Context: an optimization exercise on an open-source flow, tuned for small area, a short achievable clock period and few clock cycles. The choices shown serve that exercise and are no tape-out recipe. Power is estimated from default activity; no workload was simulated.

==> inputs of build 22 <==
// tanimoto_top
module tanimoto_top (
    input  logic        clk,
    input  logic        rstn,
    input  logic        i_vec_valid,
    input  logic [31:0] i_vec,
    input  logic [13:0] i_thr_wr,
    input  logic        i_out_credit,
    output logic [9:0]  o_pair,
    output logic        o_pair_valid,
    output logic        o_in_credit
);
Settings: LEC_CHECK=0, ABC_CLOCK_PERIOD_IN_PS=2000, CAP_MARGIN=20, CORE_MARGIN=2, CORE_UTILIZATION=35, CTS_BUF_LIST=sky130_fd_sc_hd__clkbuf_8, CTS_CLUSTER_SIZE=30, PLACE_DENSITY=0.6, SETUP_SLACK_MARGIN=1.8, SLEW_MARGIN=20; clock period 4.0 ns.
run.sh (not shown) runs the stock make flow with config.mk's settings and CLKGATE_MAP_FILE= SYNTH_SCRIPT=/design/flow/synth_recipe.tcl, a recipe that flattens the netlist after the stock synthesis.
==> trial 18: changes against build 22 <==
--- a/flow/design.v
+++ b/flow/design.v
@@ -62,49 +62,47 @@
     logic [5:0] thr [33];
     always_ff @(posedge clk) begin
         for (int e = 0; e < 33; e++) begin
             if (wall || (wen && waddr == 6'(e)))
                 thr[e] <= (wdata | ((e == 0) ? 6'(wall) : 6'd0)) & 6'((1 << ubits(e)) - 1);
         end
     end
-    logic [2:0]  nload;       
+    logic [3:0]  lsel;
     logic        ld0;
+    logic [1:0]  lidx;
     logic [31:0] ref_v [4];
     logic [5:0]  ref_a [4];
-    assign ld0 = ~nload[2];
-    always_ff @(posedge clk) begin
-        if (!rstn) nload <= '0;
-        else if (i_vec_valid && ld0) nload <= nload + 3'd1;
+    assign ld0  = lsel != 4'd0;
+    assign lidx = {lsel[2] | lsel[3], lsel[1] | lsel[3]};
+    always_ff @(posedge clk) begin
+        if (!rstn) lsel <= 4'd1;
+        else if (i_vec_valid) lsel <= {lsel[2:0], 1'b0};
     end
     always_ff @(posedge clk) begin
         for (int r = 0; r < 4; r++)
-            if (rstn && i_vec_valid && ld0 && nload[1:0] == 2'(r)) ref_v[r] <= i_vec;
-    end
+            if (i_vec_valid && lsel[r]) ref_v[r] <= i_vec;
+    end
+    function automatic [2:0] pc4(input [3:0] x);
+        logic s, c, h;
+        s = x[0] ^ x[1] ^ x[2];
+        c = (x[0] & x[1]) | (x[0] & x[2]) | (x[1] & x[2]);
+        h = s & x[3];
+        pc4 = {c & h, c ^ h, s ^ x[3]};
+    endfunction
     function automatic [3:0] pc8(input [7:0] x);
-        logic s1, c1, s2, c2, s3, c3, c4, s5, c5, c6;
-        s1 = x[0] ^ x[1] ^ x[2];
-        c1 = (x[0] & x[1]) | (x[0] & x[2]) | (x[1] & x[2]);
-        s2 = x[3] ^ x[4] ^ x[5];
-        c2 = (x[3] & x[4]) | (x[3] & x[5]) | (x[4] & x[5]);
-        s3 = s1 ^ s2 ^ x[6];
-        c3 = (s1 & s2) | (s1 & x[6]) | (s2 & x[6]);
-        c4 = s3 & x[7];
-        s5 = c1 ^ c2 ^ c3;
-        c5 = (c1 & c2) | (c1 & c3) | (c2 & c3);
-        c6 = s5 & c4;
-        pc8 = {c5 & c6, c5 ^ c6, s5 ^ c4, s3 ^ x[7]};
+        pc8 = 4'(pc4(x[3:0])) + 4'(pc4(x[7:4]));
     endfunction
     logic        v1, ld1;
     logic [1:0]  idx1;
     logic [3:0][3:0] pb1;
     logic [3:0][3:0][3:0] pc1;
     always_ff @(posedge clk) begin
         v1   <= rstn & i_vec_valid & ~ld0;
         ld1  <= rstn & i_vec_valid & ld0;
-        idx1 <= nload[1:0];
+        idx1 <= lidx;
         for (int g = 0; g < 4; g++) begin
             pb1[g] <= pc8(i_vec[g*8 +: 8]);
             for (int r = 0; r < 4; r++) pc1[r][g] <= pc8(i_vec[g*8 +: 8] & ref_v[r][g*8 +: 8]);
         end
     end
     function automatic [9:0] csa4(input [3:0] p0, input [3:0] p1, input [3:0] p2, input [3:0] p3);
         logic [4:0] s1, k1, s2, k2, a, b, d;
@@ -128,45 +126,49 @@
         idx2 <= idx1;
         bsk2 <= csa4(pb1[0], pb1[1], pb1[2], pb1[3]);
         for (int r = 0; r < 4; r++) csk2[r] <= csa4(pc1[r][0], pc1[r][1], pc1[r][2], pc1[r][3]);
     end
     logic        v2b, ld2b;
     logic [1:0]  idx2b;
     logic [5:0]  b2;
-    logic [3:0][5:0] c2;
     logic [3:0][7:0] lo2;
+    logic [3:0][4:0] hi2;
     always_ff @(posedge clk) begin
         v2b   <= rstn & v2;
         ld2b  <= rstn & ld2;
         idx2b <= idx2;
         b2    <= 6'(bsk2[4:0]) + {bsk2[9:5], 1'b0};
         for (int r = 0; r < 4; r++) begin
             logic [5:0] c;
             c = 6'(csk2[r][4:0]) + {csk2[r][9:5], 1'b0};
-            c2[r]  <= c;
             lo2[r] <= 8'd1 << c[2:0];
+            hi2[r] <= 5'd1 << c[5:3];
         end
     end
     always_ff @(posedge clk) begin
         for (int r = 0; r < 4; r++)
             if (ld2b && idx2b == 2'(r)) ref_a[r] <= b2;
     end
     logic        v3;
     logic [3:0][5:0] u3, x3;
     always_ff @(posedge clk) begin
         v3 <= rstn & v2b;
         for (int r = 0; r < 4; r++) begin
             logic [5:0] u;
-            logic [4:0] hi;
-            hi = 5'd1 << c2[r][5:3];
+            logic [2:0] cl;
+            logic [1:0] ch;
             u = '0;
             for (int e = 0; e < 33; e++)
-                u = u | ((lo2[r][e % 8] && hi[e / 8]) ? thr[e] : 6'd0);
+                u = u | ((lo2[r][e % 8] && hi2[r][e / 8]) ? thr[e] : 6'd0);
             u3[r] <= u;
-            x3[r] <= ref_a[r] + b2 - {c2[r][4:0], 1'b0};
+            cl = {lo2[r][4] | lo2[r][5] | lo2[r][6] | lo2[r][7],
+                  lo2[r][2] | lo2[r][3] | lo2[r][6] | lo2[r][7],
+                  lo2[r][1] | lo2[r][3] | lo2[r][5] | lo2[r][7]};
+            ch = {hi2[r][2] | hi2[r][3], hi2[r][1] | hi2[r][3]};
+            x3[r] <= ref_a[r] + b2 - {ch, cl, 1'b0};
         end
     end
     logic [3:0]   ring [K];
     logic [K-1:0] nz;
     logic [K-1:0] wp;
     always_ff @(posedge clk) begin
         for (int i = 0; i < K; i++) begin
@@ -236,15 +238,15 @@
                 3'b010:  cnt <= {2'b00, cnt[K-1:2]};
                 3'b110:  cnt <= {1'b0, cnt[K-1:1]};
                 default: cnt <= cnt;
             endcase
             rid   <= take2 ? rid + 8'd2 : take1 ? rid + 8'd1 : rid;
             hd    <= hd_n;
             hz    <= hd_n != 4'd0;
-            hs    <= load0 ? single(e0) : load1 ? single(e1) : send ? single(hd & ~(4'd1 << sel)) : hs;
+            hs    <= single(hd_n);
             ocred <= ocred + 4'(i_out_credit) - 4'(send);
             ocnz  <= i_out_credit || (ocred > 4'd1) || (ocred == 4'd1 && !send);
             o_pair_valid <= send;
         end
         if (load0) hd_id <= rid;
         else if (load1) hd_id <= rid + 8'd1;
         o_pair <= {hd_id, sel};
Settings changed: CORE_UTILIZATION 35 to 30, PLACE_DENSITY 0.6 to 0.55.
==> summary of the runs <==
- In trial 18 the sequential share of layout area is lower than in build 22, by 2.8 points.
- In build 22 the worst hold slack is better than in trial 18, by 0.032 ns.
- In build 22 the final area is lower than in trial 18, by 5.7%.
- Of build 22 and trial 18, trial 18 has the higher synthesized area (gap 1.8%, measured against trial 18).
- Fmax: trial 18 is higher than build 22 (3.8%).
- Against build 22, the non-clock buffer count of trial 18 is higher by 14.
- Of trial 18 and build 22, trial 18 has the higher setup slack (gap 0.088 ns).
- Clock-buffer cell count: trial 18 is higher than build 22 (3).
- Of build 22 and trial 18, trial 18 has the higher synthesized cell count (gap 1.1%, measured against trial 18).
- Of build 22 and trial 18, trial 18 has the higher die area (gap about 16%, measured against trial 18).
==> figures <==
item                                                                      trial 18                 build 22
Multi-input gate area in the final layout                                16200 um2                14200 um2
Top-area cell type share of the netlist area                                 0.326                    0.332
Average instance area after synthesis                                     12.2 um2                 12.1 um2
Mux cell area share after synthesis                                        0.00251                   0.0107
Total combinational power                                                  8390 uW                  7890 uW
Hold worst-path end                                                       waddr[3]             ref_v[3][17]
Detailed-routed wire length on met3                                        9350 um                  9550 um
Syn Nets                                                                      3066                     2981
Detailed Routing Iterations Pass 1                                              13                       15
Fraction of area in registers                                                0.431                    0.458
Clock insertion delay at the later pin of the skew report                  0.75 ns                  0.74 ns
GR Util met1                                                                 0.215                    0.267
Worst Path Max Fanout                                                            5                        1
Post-Route Utilization                                                       0.375                    0.420
Met2 wire length                                                          43100 um                 42500 um
Max Clk Rate                                                               431 MHz                  415 MHz
Worst setup path endpoint                                               thr[12][4]                  pc1[22]
Number of flip-flops and latches                                               684                      687
Fraction of area in clock buffers and inverters                             0.0600                   0.0607
Antenna violations before repair                                                 4                        1
Outcome                                                    complete, no violations  complete, no violations
Function was not checked in any run of this note: the RTL went through the layout flow alone.

-- what the ideal ports hide --
No port has a modelled driver above. Below, the same layouts with a new extraction and two added sets of constraints. Step 1 sets driving cells, clkbuf_16 on the clock port and buf_2 on the other inputs (assumed; they add their load-dependent delay and slew). Step 2 also shifts input and output timing later by t, the mid clock arrival at the registers, as if the neighbouring blocks saw the same clock. Slacks: ideal ports / drivers / drivers and shift; pairs: ideal ports / drivers.
| run | t (ns) | slack for setup (ns) | worst hold slack (ns) |
|---|---|---|---|
| build 22 | 0.776 | 1.589 / 1.589 / 0.906 | 0.282 / 0.255 / 0.330 |
| trial 18 | 0.792 | 1.677 / 1.677 / 0.984 | 0.250 / 0.220 / 0.329 |
After both steps every run listed still meets setup and hold. The setup slack of trial 18, which loses most, moves by 0.000 ns with the drivers and by -0.693 ns with both steps.
